Background: an optimization exercise with open tools, aiming at small area, a short achievable clock period and few clock cycles per item. Do not read the settings as production practice. Function was checked by simulation only, so behaviour that the tests miss may differ from the original.

// fpu_pipe_unit
module fpu_pipe_unit #(
    parameter int EXP_W = 8,
    parameter int MAN_W = 23,
    parameter int TAG_W = 4
) (
    input  logic                 clk,
    input  logic                 rst_n,
    input  logic                 in_valid,
    output logic                 in_ready,
    input  logic [1:0]           in_op,
    input  logic [EXP_W+MAN_W:0] in_a,
    input  logic [EXP_W+MAN_W:0] in_b,
    input  logic [TAG_W-1:0]     in_tag,
    output logic                 out_valid,
    input  logic                 out_ready,
    output logic [EXP_W+MAN_W:0] out_y,
    output logic [TAG_W-1:0]     out_tag,
    output logic [3:0]           out_flags,
    output logic [3:0]           sticky,
    input  logic                 sticky_clr
);
clock: 14.0 ns
lec_check: 0
abc_area: 1
cap_margin: 20
core_margin: 2
core_utilization: 40
gpl_routability_driven: 0
setup_slack_margin: 5
slew_margin: 20
standard.sh (not shown) runs the stock make flow with config.mk's settings and CLKGATE_MAP_FILE= SYNTH_SCRIPT=/design/flow/synth_recipe.tcl, a recipe that flattens the netlist after the stock synthesis.
==> flow/flow/run.sh <==
#!/bin/bash
# Own layout flow:
#  1. the standard synthesis, unchanged (standard.sh, up to 1_2_yosys.v);
#  2. flow/fa_polarity.py removes inverters around full-adder cells of that
#     netlist (a full adder is self-dual); registers and ports are untouched;
#  3. the rest of the standard ORFS flow on that netlist, with plain
#     buf_2 cells as the port buffers.
# Each step's full output goes to a log file of its own in this folder.
set -euo pipefail
here=$(pwd)
res="$here/orfs/results/$FLOW_PLATFORM/fpu_pipe_unit/base"
bash standard.sh "$res/1_2_yosys.v" > "$here/flow_synth.log" 2>&1
cp "$res/1_2_yosys.v" "$here/1_2_yosys_standard.v"
python3 "$here/flow/fa_polarity.py" "$here/1_2_yosys_standard.v" "$res/1_2_yosys.v" > "$here/flow_polarity.log" 2>&1
touch "$res/1_2_yosys.v"
bash standard.sh \
    "BUFFER_PORTS_ARGS=-buffer_cell sky130_fd_sc_hd__buf_2" \
    finish > "$here/flow_layout.log" 2>&1
Other scripts of this flow, unchanged in this note and not shown: flow/flow/fa_polarity.py
Testbench counts at the start, summed over its fixed seeds: cycles 4,008, items 4,000.
Then changed:
--- a/flow/config.mk
+++ b/flow/config.mk
@@ -12,0 +13 @@
+export PLACE_DENSITY = 0.75
Effect:
- The new run completed with no timing, DRC or antenna violations
- global-route usage goes down by 1.3 points
- non-clock buffer count shrinks by 7
- die area does not change

* * *

Setup of purple:
fpu_pipe_unit, a different RTL version from the one above (not shown whole).
Size: about 4300 cells after synthesis, about 52 flip-flops.
==> flow/config.mk <==
export PLATFORM = sky130hd
export DESIGN_NAME = fpu_pipe_unit
export DESIGN_NICKNAME = fpu_pipe_unit
export VERILOG_FILES = /design/flow/design.v
export SDC_FILE = /design/flow/constraint.sdc
export NUM_CORES = 4
export LEC_CHECK = 0
export ABC_AREA = 1
export CAP_MARGIN = 20
export CORE_MARGIN = 2
export CORE_UTILIZATION = 40
export SETUP_SLACK_MARGIN = 4
export SLEW_MARGIN = 20
==> flow/constraint.sdc <==
create_clock -name core_clock -period 14.0 [get_ports {clk}]
set_input_delay 2.8000 -clock core_clock [delete_from_list [all_inputs] [get_ports {clk}]]
set_output_delay 2.8000 -clock core_clock [all_outputs]
set_load 0.01 [all_outputs]
run.sh (not shown) runs the stock make flow with config.mk's settings and CLKGATE_MAP_FILE= SYNTH_SCRIPT=/design/flow/synth_recipe.tcl, a recipe that flattens the netlist after the stock synthesis.
Stock flow here: none of the scripts above is used.
Testbench counts of purple, summed over its fixed seeds: cycles 4,008, items 4,000.
--- input diff purple..red ---
==> flow/flow/run.sh (new file) <==
#!/bin/bash
# Own layout flow: the standard ORFS flow, with plain buf_2 cells as the
# port buffers. All make/tool output goes to a log file in this work folder.
set -euo pipefail
here=$(pwd)
bash standard.sh \
    "BUFFER_PORTS_ARGS=-buffer_cell sky130_fd_sc_hd__buf_2" \
    finish > "$here/standard_flow.log" 2>&1
==> flow/standard.sh (new file) <==
#!/bin/bash
# synth_recipe.tcl (not shown) runs the flow's synth.tcl, then flattens the netlist and writes it again
# the make line also repeats each setting of config.mk as NAME=value (left out here)
make -C /OpenROAD-flow-scripts/flow DESIGN_CONFIG=/design/flow/config.mk WORK_HOME=/design/flow/orfs CLKGATE_MAP_FILE= SYNTH_SCRIPT=/design/flow/synth_recipe.tcl "${@:-finish}"
removed: flow/run.sh
[summary]
Number of cells on the critical path shrinks by more than 10% when moving from purple to red. Routed wire length on met2, red vs purple: up by a few percent. The per-cell via count in the routed design was comparable across purple and red. Taking purple as the reference, in red worst setup slack now larger, number of max-cap violations comparable, final weighted congestion in routability-driven placement now smaller. A worst-path cell with the longest stage delay of fa_1 is what purple shows, while nand2_1 belongs to red. Going from purple to red, the worst hold slack was found to have gone down by 0.0040 ns. Changes observed in red relative to purple: via count fell by 103.

* * *

RTL: one of the versions met above, not the one the previous note started from.
Size: roughly 4,000 cells after synthesis, about 120 I/O pins.
export LEC_CHECK = 0
export ABC_AREA = 1
export CAP_MARGIN = 20
export CORE_MARGIN = 2
export CORE_UTILIZATION = 40
export SETUP_SLACK_MARGIN = 5
export SLEW_MARGIN = 20
create_clock -name core_clock -period 14.0 [get_ports {clk}]
standard.sh (not shown) runs the stock make flow with config.mk's settings and CLKGATE_MAP_FILE= SYNTH_SCRIPT=/design/flow/synth_recipe.tcl, a recipe that flattens the netlist after the stock synthesis.
==> flow/flow/run.sh <==
#!/bin/bash
# Own layout flow:
#  1. the standard synthesis, unchanged (standard.sh, up to 1_2_yosys.v);
#  2. flow/fa_polarity.py removes inverters around full-adder cells of that
#     netlist (a full adder is self-dual); registers and ports are untouched;
set -euo pipefail
here=$(pwd)
res="$here/orfs/results/$FLOW_PLATFORM/fpu_pipe_unit/base"
bash standard.sh "$res/1_2_yosys.v" > "$here/flow_synth.log" 2>&1
cp "$res/1_2_yosys.v" "$here/1_2_yosys_standard.v"
python3 "$here/flow/fa_polarity.py" "$here/1_2_yosys_standard.v" "$res/1_2_yosys.v" > "$here/flow_polarity.log" 2>&1
touch "$res/1_2_yosys.v"
bash standard.sh \
    "BUFFER_PORTS_ARGS=-buffer_cell sky130_fd_sc_hd__buf_2" \
    "SETUP_SLACK_MARGIN=7" \
    finish > "$here/flow_layout.log" 2>&1
Other scripts of this flow, unchanged in this note and not shown: flow/flow/fa_polarity.py
Testbench counts at the start, summed over its fixed seeds: cycles 4,008, items 4,000.
Then changed:
--- a/flow/flow/run.sh
+++ b/flow/flow/run.sh
@@ -5,0 +6,3 @@
+#  3. the rest of the standard ORFS flow on that netlist, with plain
+#     buf_2 cells as the port buffers.
+# Each step's full output goes to a log file of its own in this folder.
@@ -15 +17,0 @@
-    "SETUP_SLACK_MARGIN=7" \
Settings changed: SETUP_SLACK_MARGIN 5 to 4.
Clock-buffer cell count came out higher by 2.
Worst setup slack gets worse by 1.4 ns.
Clock skew climbs by 0.0045 ns.
Final cell count decreases by a few percent.
Flip-flop and latch count is unchanged.
Hold slack loses 0.013 ns.
Via count goes down by a few percent.
Routed wire length is lower by a few percent.
Then changed:
Settings changed: SETUP_SLACK_MARGIN 4 to 5.
Synthesized cell count stays the same.
Fmax went up by a little under a tenth.
Routed wire length went up slightly.
Count of clock-buffer cells in the layout is unchanged.
Area after synthesis is unchanged.
Final area went up slightly.
Setup slack improves by 0.72 ns.

[separate check: timing with driven ports]
The results above use ideal ports. As a check the final layouts listed here were re-extracted and re-timed, cells and wires unchanged. Step 1 assumes that a clkbuf_16 drives the clock port and a buf_2 every other input. Step 2 times the ports against the registers' clock, not the clock port: input delays grow and output delays shrink by t, the midpoint of the rising clock arrivals with the driver on. Slacks: ideal ports / drivers / drivers and shift; pairs: ideal ports / drivers.
run | t, ns | setup WS [ns] | worst hold slack (ns)
the first run of note 1 | 0.408 | 5.452 / 5.398 / 5.157 | 0.502 / 0.502 / 0.502
the second run of note 1 | 0.412 | 5.290 / 5.232 / 5.097 | 0.511 / 0.511 / 0.511
purple | 0.344 | 4.309 / 4.326 / 3.982 | 0.499 / 0.499 / 0.499
red | 0.357 | 4.327 / 4.345 / 3.988 | 0.495 / 0.495 / 0.495
the first run of note 3 | 0.405 | 6.025 / 5.975 / 6.333 | 0.507 / 0.507 / 0.507
the second run of note 3 | 0.408 | 4.640 / 4.590 / 4.846 | 0.494 / 0.494 / 0.494
the third run of note 3 | 0.408 | 5.360 / 5.330 / 4.972 | 0.494 / 0.494 / 0.494
After both steps setup and hold are still met in every run listed. For the third run of note 3, which loses most, drivers alone change the setup slack by -0.030 ns; drivers and shift together by -0.388 ns.
